From an optimization exercise on the open Yosys and OpenROAD flow, aimed at small area and a short achievable clock period; shortcuts taken in it are not production practice. Function was checked by simulation only, so behaviour that the tests miss may differ from the original. Power and IR drop assume default switching activity.

==> flow/design.v <==
package csr_pkg;
  localparam logic [11:0] CSR_MSTATUS       = 12'h300;
  localparam logic [11:0] CSR_MISA          = 12'h301;
  localparam logic [11:0] CSR_MIE           = 12'h304;
  localparam logic [11:0] CSR_MTVEC         = 12'h305;
  localparam logic [11:0] CSR_MCOUNTINHIBIT = 12'h320;
  localparam logic [11:0] CSR_MSCRATCH      = 12'h340;
  localparam logic [11:0] CSR_MEPC          = 12'h341;
  localparam logic [11:0] CSR_MCAUSE        = 12'h342;
  localparam logic [11:0] CSR_MTVAL         = 12'h343;
  localparam logic [11:0] CSR_MIP           = 12'h344;
  localparam logic [11:0] CSR_MCYCLE        = 12'hB00;
  localparam logic [11:0] CSR_MINSTRET      = 12'hB02;
  localparam logic [11:0] CSR_MHPMCOUNTER3  = 12'hB03;
  localparam logic [11:0] CSR_MCYCLEH       = 12'hB80;
  localparam logic [11:0] CSR_MINSTRETH     = 12'hB82;
  localparam logic [11:0] CSR_MHPMCOUNTER3H = 12'hB83;
  localparam logic [11:0] CSR_MVENDORID     = 12'hF11;
  localparam logic [11:0] CSR_MARCHID       = 12'hF12;
  localparam logic [11:0] CSR_MIMPID        = 12'hF13;
  localparam logic [11:0] CSR_MHARTID       = 12'hF14;
  localparam logic [1:0] PRIV_U = 2'b00;
  localparam logic [1:0] PRIV_S = 2'b01;
  localparam logic [1:0] PRIV_M = 2'b11;
  localparam int MSTATUS_MIE    = 3;
  localparam int MSTATUS_MPIE   = 7;
  localparam int MSTATUS_MPP_LO = 11;
  localparam int MSTATUS_MPP_HI = 12;
  localparam logic [31:0] MSTATUS_MASK = 32'h0000_1888;
  localparam logic [31:0] MIE_MASK     = 32'h0000_0888;
  localparam logic [31:0] MEPC_MASK    = 32'hFFFF_FFFC;
  localparam logic [31:0] MCAUSE_MASK  = 32'h8000_001F;
  localparam logic [31:0] MISA_VAL     = 32'h0000_0000;
  localparam logic [4:0] CAUSE_ECALL_U = 5'd8;
  localparam logic [4:0] CAUSE_ECALL_S = 5'd9;
  localparam logic [4:0] CAUSE_ECALL_M = 5'd11;
  localparam logic [4:0] IRQ_MSI = 5'd3;
  localparam logic [4:0] IRQ_MTI = 5'd7;
  localparam logic [4:0] IRQ_MEI = 5'd11;
  typedef enum logic [1:0] {
    EV_NONE,
    EV_EXC,
    EV_IRQ,
    EV_MRET
  } event_e;
  function automatic logic [31:0] mstatus_legalize(input logic [31:0] wdata);
    logic [31:0] v;
    v = wdata & MSTATUS_MASK;
    if (wdata[MSTATUS_MPP_HI:MSTATUS_MPP_LO] != PRIV_M)
      v[MSTATUS_MPP_HI:MSTATUS_MPP_LO] = PRIV_U;
    mstatus_legalize = v;
  endfunction
  function automatic logic [4:0] ecall_cause(input logic [1:0] priv);
    case (priv)
      PRIV_U:  ecall_cause = CAUSE_ECALL_U;
      PRIV_S:  ecall_cause = CAUSE_ECALL_S;
      default: ecall_cause = CAUSE_ECALL_M;
    endcase
  endfunction
  function automatic logic [4:0] irq_code(input logic [31:0] pend);
    if (pend[IRQ_MEI])      irq_code = IRQ_MEI;
    else if (pend[IRQ_MSI]) irq_code = IRQ_MSI;
    else                    irq_code = IRQ_MTI;
  endfunction
endpackage
module csr_counter64 (
  input  logic        clk,
  input  logic        rst,
  input  logic        inc,
  input  logic        inhibit,
  input  logic        wen_lo,
  input  logic        wen_hi,
  input  logic [31:0] wdata,
  output logic [63:0] value
);
  logic [63:0] cnt_q, cnt_d;
  always_comb begin
    cnt_d = cnt_q;
    if (wen_lo || wen_hi) begin
      if (wen_lo) cnt_d[31:0]  = wdata;
      if (wen_hi) cnt_d[63:32] = wdata;
    end else if (inc && !inhibit) begin
      cnt_d = cnt_q + 64'd1;
    end
  end
  always_ff @(posedge clk) begin
    if (rst) cnt_q <= '0;
    else     cnt_q <= cnt_d;
  end
  assign value = cnt_q;
endmodule
module csr_trap_unit
#(
  parameter int unsigned NUM_HPM     = 4,
  parameter bit          VECTORED_EN = 1'b1,
  parameter logic [31:0] MTVEC_RST   = 32'h0000_0000
) (
  input  logic               clk,
  input  logic               rst,
  input  logic               csr_wen,
  input  logic [11:0]        csr_waddr,
  input  logic [31:0]        csr_wdata,
  input  logic               csr_ren,
  input  logic [11:0]        csr_raddr,
  output logic [31:0]        csr_rdata,
  output logic [31:0]        csr_status,
  input  logic               exc_valid,
  input  logic [4:0]         exc_cause,
  input  logic [31:0]        exc_pc,
  input  logic [31:0]        exc_tval,
  input  logic               ecall,
  input  logic               mret,
  input  logic               irq_ext,
  input  logic               irq_soft,
  input  logic               irq_timer,
  input  logic               int_ok,
  input  logic [31:0]        int_pc,
  input  logic               instret,
  input  logic [NUM_HPM-1:0] hpm_event,
  output logic               trap_taken,
  output logic [31:0]        trap_target,
  output logic               irq_pending
);
  localparam int unsigned HPM_N = (NUM_HPM > 0) ? NUM_HPM : 1;
  localparam logic [31:0] MTVEC_MASK = VECTORED_EN ? 32'hFFFF_FFFD : 32'hFFFF_FFFC;
  localparam logic [31:0] INH_MASK   = 32'h5 | (((32'h1 << NUM_HPM) - 32'h1) << 3);
  logic [31:0] mstatus_q, mstatus_d, mstatus_w;
  logic [31:0] mie_q, mie_d;
  logic [31:0] mtvec_q, mtvec_d, mtvec_w;
  logic [31:0] mscratch_q, mscratch_d;
  logic [31:0] mepc_q, mepc_d, mepc_w;
  logic [31:0] mcause_q, mcause_d;
  logic [31:0] mtval_q, mtval_d;
  logic [31:0] minh_q, minh_d;
  logic [1:0]  priv_q, priv_d;
  logic        trap_taken_q, trap_taken_d;
  logic [31:0] trap_target_q, trap_target_d;
  logic [31:0] mip_val, pend;
  logic [63:0] cycle_val, instret_val;
  logic [63:0] hpm_val [HPM_N];
  logic [4:0]  trap_code;
  logic [31:0] tvec_base;
  csr_pkg::event_e      ev;
  assign mip_val     = {20'b0, irq_ext, 3'b0, irq_timer, 3'b0, irq_soft, 3'b0};
  assign pend        = mip_val & mie_q;
  assign irq_pending = |pend;
  assign csr_status  = mstatus_q;
  assign trap_taken  = trap_taken_q;
  assign trap_target = trap_target_q;
  csr_counter64 u_cycle (
    .clk     (clk),
    .rst     (rst),
    .inc     (1'b1),
    .inhibit (minh_q[0]),
    .wen_lo  (csr_wen && csr_waddr == csr_pkg::CSR_MCYCLE),
    .wen_hi  (csr_wen && csr_waddr == csr_pkg::CSR_MCYCLEH),
    .wdata   (csr_wdata),
    .value   (cycle_val)
  );
  csr_counter64 u_instret (
    .clk     (clk),
    .rst     (rst),
    .inc     (instret),
    .inhibit (minh_q[2]),
    .wen_lo  (csr_wen && csr_waddr == csr_pkg::CSR_MINSTRET),
    .wen_hi  (csr_wen && csr_waddr == csr_pkg::CSR_MINSTRETH),
    .wdata   (csr_wdata),
    .value   (instret_val)
  );
  for (genvar g = 0; g < NUM_HPM; g++) begin : g_hpm
    csr_counter64 u_hpm (
      .clk     (clk),
      .rst     (rst),
      .inc     (hpm_event[g]),
      .inhibit (minh_q[3+g]),
      .wen_lo  (csr_wen && csr_waddr == csr_pkg::CSR_MHPMCOUNTER3 + 12'(g)),
      .wen_hi  (csr_wen && csr_waddr == csr_pkg::CSR_MHPMCOUNTER3H + 12'(g)),
      .wdata   (csr_wdata),
      .value   (hpm_val[g])
    );
  end
  if (NUM_HPM == 0) begin : g_no_hpm
    assign hpm_val[0] = '0;
  end
  always_comb begin
    ev        = csr_pkg::EV_NONE;
    trap_code = 5'd0;
    if (exc_valid || ecall) begin
      ev        = csr_pkg::EV_EXC;
      trap_code = exc_valid ? exc_cause : csr_pkg::ecall_cause(priv_q);
    end else if (mstatus_q[csr_pkg::MSTATUS_MIE] && irq_pending && int_ok) begin
      ev        = csr_pkg::EV_IRQ;
      trap_code = csr_pkg::irq_code(pend);
    end else if (mret) begin
      ev        = csr_pkg::EV_MRET;
    end
  end
  always_comb begin
    mstatus_w  = mstatus_q;
    mie_d      = mie_q;
    mtvec_w    = mtvec_q;
    mscratch_d = mscratch_q;
    mepc_w     = mepc_q;
    mcause_d   = mcause_q;
    mtval_d    = mtval_q;
    minh_d     = minh_q;
    if (csr_wen) begin
      case (csr_waddr)
        csr_pkg::CSR_MSTATUS:       mstatus_w  = csr_pkg::mstatus_legalize(csr_wdata);
        csr_pkg::CSR_MIE:           mie_d      = csr_wdata & csr_pkg::MIE_MASK;
        csr_pkg::CSR_MTVEC:         mtvec_w    = csr_wdata & MTVEC_MASK;
        csr_pkg::CSR_MSCRATCH:      mscratch_d = csr_wdata;
        csr_pkg::CSR_MEPC:          mepc_w     = csr_wdata & csr_pkg::MEPC_MASK;
        csr_pkg::CSR_MCAUSE:        mcause_d   = csr_wdata & csr_pkg::MCAUSE_MASK;
        csr_pkg::CSR_MTVAL:         mtval_d    = csr_wdata;
        csr_pkg::CSR_MCOUNTINHIBIT: minh_d     = csr_wdata & INH_MASK;
        default: ;
      endcase
    end
    mstatus_d     = mstatus_w;
    mtvec_d       = mtvec_w;
    mepc_d        = mepc_w;
    priv_d        = priv_q;
    trap_taken_d  = 1'b0;
    trap_target_d = 32'h0;
    tvec_base     = {mtvec_w[31:2], 2'b00};
    case (ev)
      csr_pkg::EV_EXC, csr_pkg::EV_IRQ: begin
        mstatus_d[csr_pkg::MSTATUS_MPIE]                  = mstatus_q[csr_pkg::MSTATUS_MIE];
        mstatus_d[csr_pkg::MSTATUS_MPP_HI:csr_pkg::MSTATUS_MPP_LO] = priv_q;
        mstatus_d[csr_pkg::MSTATUS_MIE]                   = 1'b0;
        priv_d        = csr_pkg::PRIV_M;
        mepc_d        = ((ev == csr_pkg::EV_IRQ) ? int_pc : exc_pc) & csr_pkg::MEPC_MASK;
        mcause_d      = {(ev == csr_pkg::EV_IRQ), 26'b0, trap_code};
        mtval_d       = (ev == csr_pkg::EV_IRQ) ? 32'h0 : exc_tval;
        trap_taken_d  = 1'b1;
        trap_target_d = tvec_base;
        if (ev == csr_pkg::EV_IRQ && mtvec_w[0])
          trap_target_d = tvec_base + {25'b0, trap_code, 2'b00};
      end
      csr_pkg::EV_MRET: begin
        priv_d                                   = mstatus_w[csr_pkg::MSTATUS_MPP_HI:csr_pkg::MSTATUS_MPP_LO];
        mstatus_d[csr_pkg::MSTATUS_MIE]                   = mstatus_w[csr_pkg::MSTATUS_MPIE];
        mstatus_d[csr_pkg::MSTATUS_MPIE]                  = 1'b1;
        mstatus_d[csr_pkg::MSTATUS_MPP_HI:csr_pkg::MSTATUS_MPP_LO] = csr_pkg::PRIV_U;
        trap_taken_d  = 1'b1;
        trap_target_d = mepc_w;
      end
      default: ;
    endcase
  end
  always_ff @(posedge clk) begin
    if (rst) begin
      mstatus_q     <= '0;
      mie_q         <= '0;
      mtvec_q       <= MTVEC_RST & MTVEC_MASK;
      mscratch_q    <= '0;
      mepc_q        <= '0;
      mcause_q      <= '0;
      mtval_q       <= '0;
      minh_q        <= '0;
      priv_q        <= csr_pkg::PRIV_M;
      trap_taken_q  <= 1'b0;
      trap_target_q <= '0;
    end else begin
      mstatus_q     <= mstatus_d;
      mie_q         <= mie_d;
      mtvec_q       <= mtvec_d;
      mscratch_q    <= mscratch_d;
      mepc_q        <= mepc_d;
      mcause_q      <= mcause_d;
      mtval_q       <= mtval_d;
      minh_q        <= minh_d;
      priv_q        <= priv_d;
      trap_taken_q  <= trap_taken_d;
      trap_target_q <= trap_target_d;
    end
  end
  always_comb begin
    csr_rdata = '0;
    if (csr_ren) begin
      case (csr_raddr)
        csr_pkg::CSR_MSTATUS:       csr_rdata = mstatus_q;
        csr_pkg::CSR_MISA:          csr_rdata = csr_pkg::MISA_VAL;
        csr_pkg::CSR_MIE:           csr_rdata = mie_q;
        csr_pkg::CSR_MTVEC:         csr_rdata = mtvec_q;
        csr_pkg::CSR_MCOUNTINHIBIT: csr_rdata = minh_q;
        csr_pkg::CSR_MSCRATCH:      csr_rdata = mscratch_q;
        csr_pkg::CSR_MEPC:          csr_rdata = mepc_q;
        csr_pkg::CSR_MCAUSE:        csr_rdata = mcause_q;
        csr_pkg::CSR_MTVAL:         csr_rdata = mtval_q;
        csr_pkg::CSR_MIP:           csr_rdata = mip_val;
        csr_pkg::CSR_MCYCLE:        csr_rdata = cycle_val[31:0];
        csr_pkg::CSR_MCYCLEH:       csr_rdata = cycle_val[63:32];
        csr_pkg::CSR_MINSTRET:      csr_rdata = instret_val[31:0];
        csr_pkg::CSR_MINSTRETH:     csr_rdata = instret_val[63:32];
        csr_pkg::CSR_MVENDORID, csr_pkg::CSR_MARCHID, csr_pkg::CSR_MIMPID, csr_pkg::CSR_MHARTID: csr_rdata = '0;
        default: begin
          for (int i = 0; i < NUM_HPM; i++) begin
            if (csr_raddr == csr_pkg::CSR_MHPMCOUNTER3 + 12'(i))  csr_rdata = hpm_val[i][31:0];
            if (csr_raddr == csr_pkg::CSR_MHPMCOUNTER3H + 12'(i)) csr_rdata = hpm_val[i][63:32];
          end
        end
      endcase
    end
  end
endmodule
==> flow/run.sh <==
#!/bin/bash
# synth_recipe.tcl (not shown) runs the flow's synth.tcl, then flattens the netlist and writes it again
# the make line also repeats each setting of config.mk as NAME=value (left out here)
make -C /OpenROAD-flow-scripts/flow DESIGN_CONFIG=/design/flow/config.mk WORK_HOME=/design/flow/orfs CLKGATE_MAP_FILE= SYNTH_SCRIPT=/design/flow/synth_recipe.tcl finish
==> flow/config.mk <==
export PLATFORM = sky130hd
export DESIGN_NAME = csr_trap_unit
export DESIGN_NICKNAME = csr_trap_unit
export VERILOG_FILES = /design/flow/design.v
export SDC_FILE = /design/flow/constraint.sdc
export NUM_CORES = 4
export LEC_CHECK = 0
export CAP_MARGIN = 20
export CORE_MARGIN = 2
export CORE_UTILIZATION = 40
export SETUP_SLACK_MARGIN = 0.3
export SLEW_MARGIN = 20
==> flow/constraint.sdc <==
create_clock -name core_clock -period 7.0 [get_ports {clk}]
set_input_delay 1.4000 -clock core_clock [delete_from_list [all_inputs] [get_ports {clk}]]
set_output_delay 1.4000 -clock core_clock [all_outputs]
set_load 0.01 [all_outputs]
==> summary.txt <==
==> sequential cells by signal, indices dropped and copies added (netlist names) <==
name and flops:
mtvec_q 31, priv_q 2, u_cycle.cnt_q 64, mcause_q 6, mtval_q 32, mepc_q 32
csr_status 4, g_hpm.u_hpm.inhibit 4, trap_taken_q 1, u_instret.cnt_q 64, mie_q 3, mscratch_q 32
minh_q 2, g_hpm.u_hpm.cnt_q 256, trap_target_q 32
==> synthesized netlist by cell type, drive strengths merged, types with 87 or more instances <==
master,count,area share
dfxtp,565,0.30
nand2,565,0.056
nor2,512,0.051
a21oi,443,0.058
clkbuf,439,0.043
o21ai,334,0.044
nand3,238,0.031
nand4,159,0.026
nor3,158,0.021
a211oi,133,0.026
mux2i,111,0.030
nor4,97,0.017
and3,96,0.016
a31oi,94,0.015
o31ai,87,0.017
==> tightest hold or removal path, delay by kind of cell, from the launching register on <==
kind,cells,cell delay [ns]
buffers and inverters,1,0.06
DFF,1,0.33
AOI/OAI and AO/OA,1,0.06
==> stage by stage <==
| step | power, mW | cells |
|---|---|---|
| final | 7.94 | 6574 |
| after global routing | 8.08 | 6566 |
| after CTS | 7.91 | 6564 |
| after detailed placement | 4.01 | 6437 |
| after global placement | 4.01 | 6437 |
| after floorplan | 3.64 | 5274 |
==> metal layers <==
metal / up-vias / share of wire
li1: 20100 / -
met1: 21600 / 0.40
met2: 3306 / 0.38
met3: 434 / 0.15
met4: 8 / 0.058
met5: - / 0.00031
==> layout make-up <==
cell class | instances | share of cell area
Multi-Input combinational cell | 4119 | 0.558
Sequential cell | 565 | 0.256
Timing Repair Buffer | 422 | 0.0885
Clock buffer | 108 | 0.0491
Tap cell | 1265 | 0.0358
Clock inverter | 19 | 0.00604
Inverter | 67 | 0.00570
Antenna cell | 9 | 0.000510
==> final timing paths <==
kind	end	startpoint	slack, ns	depth (start not counted)
max	csr_rdata[30]	csr_raddr[10]	0.25	11
min	g_hpm[1].u_hpm.cnt_q[60]$_SDFFE_PP0P_	g_hpm[1].u_hpm.cnt_q[60]$_SDFFE_PP0P_	0.49	2
max reg2reg	trap_target_q[31]$_SDFF_PP0_	mie_q[11]$_SDFFE_PP0P_	2.84	13
min reg2reg	g_hpm[1].u_hpm.cnt_q[60]$_SDFFE_PP0P_	g_hpm[1].u_hpm.cnt_q[60]$_SDFFE_PP0P_	0.49	2
==> report_power, final <==
group          switching [mW]  internal (mW)
registers              0.0488           3.25
logic                   0.479          0.198
clock network            1.60           2.36
==> cells by family after synthesis <==
logic type | Yosys count | share of synthesized area
AND/OR/NAND/NOR | 2114 | 0.274
flip-flops | 565 | 0.298
buffers and inverters | 590 | 0.0621
other | 1 | 0.0000988
adder cells (fa/ha/maj) | 12 | 0.00415
AO/OA/AOI/OAI | 1826 | 0.325
XOR/XNOR | 5 | 0.00115
multiplexers | 134 | 0.0364
==> what timing repair did <==
action                                  4_1_cts  5_1_grt
gates resized for setup                       5        4
endpoints found under the setup margin        2        8
hold buffers                                  0        0
buffers inserted                              0        0
pin swaps                                     0        1
==> summary.txt <==
Placement
  • Area post-placement: 0.0416 sq mm
  • Final Wtd Congestion: 1.06
  • Port Buffer Count: roughly 240
  • Worst slack, placed: -0.0122 ns
  • Detail Placement HPWL: around 140,000 microns

Routing
  • DRT Pass-1 Iters: 9
  • # DRC: 0
  • Number of DRC markers in iteration 0: 7,874
  • Post-DRT Antenna Nets: 0
  • Via count: roughly 45k
  • Total Wirelength: about 200,000 microns
  • Vias/cell: a little under 7
  • Drt wl/cell: ~30 microns

Layout
  • Area delta synth->final: 16.3%
  • Fin nets: ~5.4k
  • Fillers: 9,491
  • Area of the multi-input gates: 0.0246 sq mm
  • Sequential Area: approximately 0.011 sq mm
  • Commonest non-fill, non-tap cell in the layout: dfxtp_1
  • Most frequent cells in the layout: 565 x dfxtp_1, 563 x nand2_1, 511 x nor2_1
  • Share of cells above drive strength 1: 0.0802
  • Post-layout instance area: roughly 0.044 sq mm
  • Layout Utilization: 0.467

Yosys
  • Mean Syn Cell Area: 7.24 sq um
  • #FFs+latches synth: between 500 and 600
  • Gate Count Post-Synth: around 5.2k
  • Share of flip-flops with an asynchronous set or reset: 0
  • Sequential-to-total area share from yosys stat: 0.298
  • Distinct cells, synth: just over 90
  • Post-synth EDFFs: 0
  • Yosys warns: 3
  • Post-synthesis cell area: ~0.038 sq mm
  • Top FF cell, synth: dfxtp_1

STA
  • Setup TNS: 0 ns
  • Endpoints failing hold: 0
  • RSZ-0062 raised after global routing: true
  • Final worst path period need: 6.75 ns
  • Fmax: approximately 150 MHz
  • WHS: a little under 0.5 ns
  • Period utilization: 0.964
  • Min setup slack post-route: about 0.25 ns
  • Layout Skew: ~0.030 ns
  • Final setup violation count: 0
  • Worst-Margin Slew: ~1.2 ns
  • Rel. slew slack: 0.175
  • Slew Limit Fails: 0

Global route
  • M2 GR Usage: 0.507
  • Maximum number of pins on one net before global-route repair: 158
  • Total GRT Usage: 0.380
  • Met1 Use GR: 0.542
  • Vias in the first global route: between 30k and 40k
  • Met3 Resource Use GR: 0.116
  • Overflow left after global routing: 0
  • Gr busiest metal: met1
  • Initial antenna violation count: 11
  • First-pass GRT wire length: approximately 280,000 microns

Pwr
  • Maximum VDD drop: 0.149 mV
  • Pwr per Cell Area: ~180 mW/mm^2
  • Leak Pwr: between 10 and 15 nW

Critical path
  • Worst Path Arrival: approximately 5.4 ns
  • Worst path slowest cell: a221oi_1
  • CP Class: in -> out
  • Type of origin of the critical path: input port
  • Crit path required time: approximately 5.6 ns
  • Critical path, cell by cell: clkdlybuf4s50_1 -> nand4b_1 -> buf_4 -> nor3_2 -> buf_12 -> a222oi_1 -> nand3_1 -> a221oi_1 -> a221oi_1 -> buf_4 -> clkdlybuf4s50_1
  • Critical path's largest stage delay: ~0.77 ns
  • WP buf/inv: 5
  • Crit-path leading delay family: buffers and inverters
  • Crit-path max FO: 32
  • CP endpoint kind: primary output

Clocking
  • H-tree Lvls: 3
  • Worst skew pair latency: ~0.65 ns
  • CTS Root Cell: clkbuf_16
  • Max Buffers Root-to-Sink: 3
  • Clock Sinks: about 570
  • TritonCTS buffer count: 71
  • CTS tree: built
  • Clock-pin slew on the worst setup and hold paths: about 0.060 ns

Die
  • Initial core utilization: 0.401
  • Die X: about 310 microns
  • Core Region: 0.0946 sq mm
  • Boundary Pins: ~270
  • Row Count: 113
  • DIE HEIGHT: around 310 microns
  • Die area: a little under 0.1 sq mm

Hold path
  • Worst min-delay path class: reg -> reg

Outcome
  • Status: no timing/DRC/antenna violations

Run
  • Max Cap Viol: 0

## port drivers added, routing unchanged
The results above use ideal ports. As a check the final layout listed here was re-extracted and re-timed, cells and wires unchanged.
Step 1, drivers: a clkbuf_16 drives clk and a buf_2 each remaining input, both assumed.
Step 2 adds t to the input delays and takes it off the output delays; t is the mean of the earliest and latest rising clock arrival at the registers after step 1. Input paths then give back, and output paths get back, about the clock's delay inside the block.
a / b / c = no drivers / after step 1 / after step 2; a / b = the first two.
shift t [ns]: 0.704
setup WS [ns]: 0.254 / 0.226 / 0.226
worst hold slack (ns): 0.492 / 0.492 / 0.492
pins driven straight from the clock port: 1
After both steps setup and hold are still met in this run. The setup slack of this run moves by -0.028 ns with the drivers and by -0.028 ns with both steps.
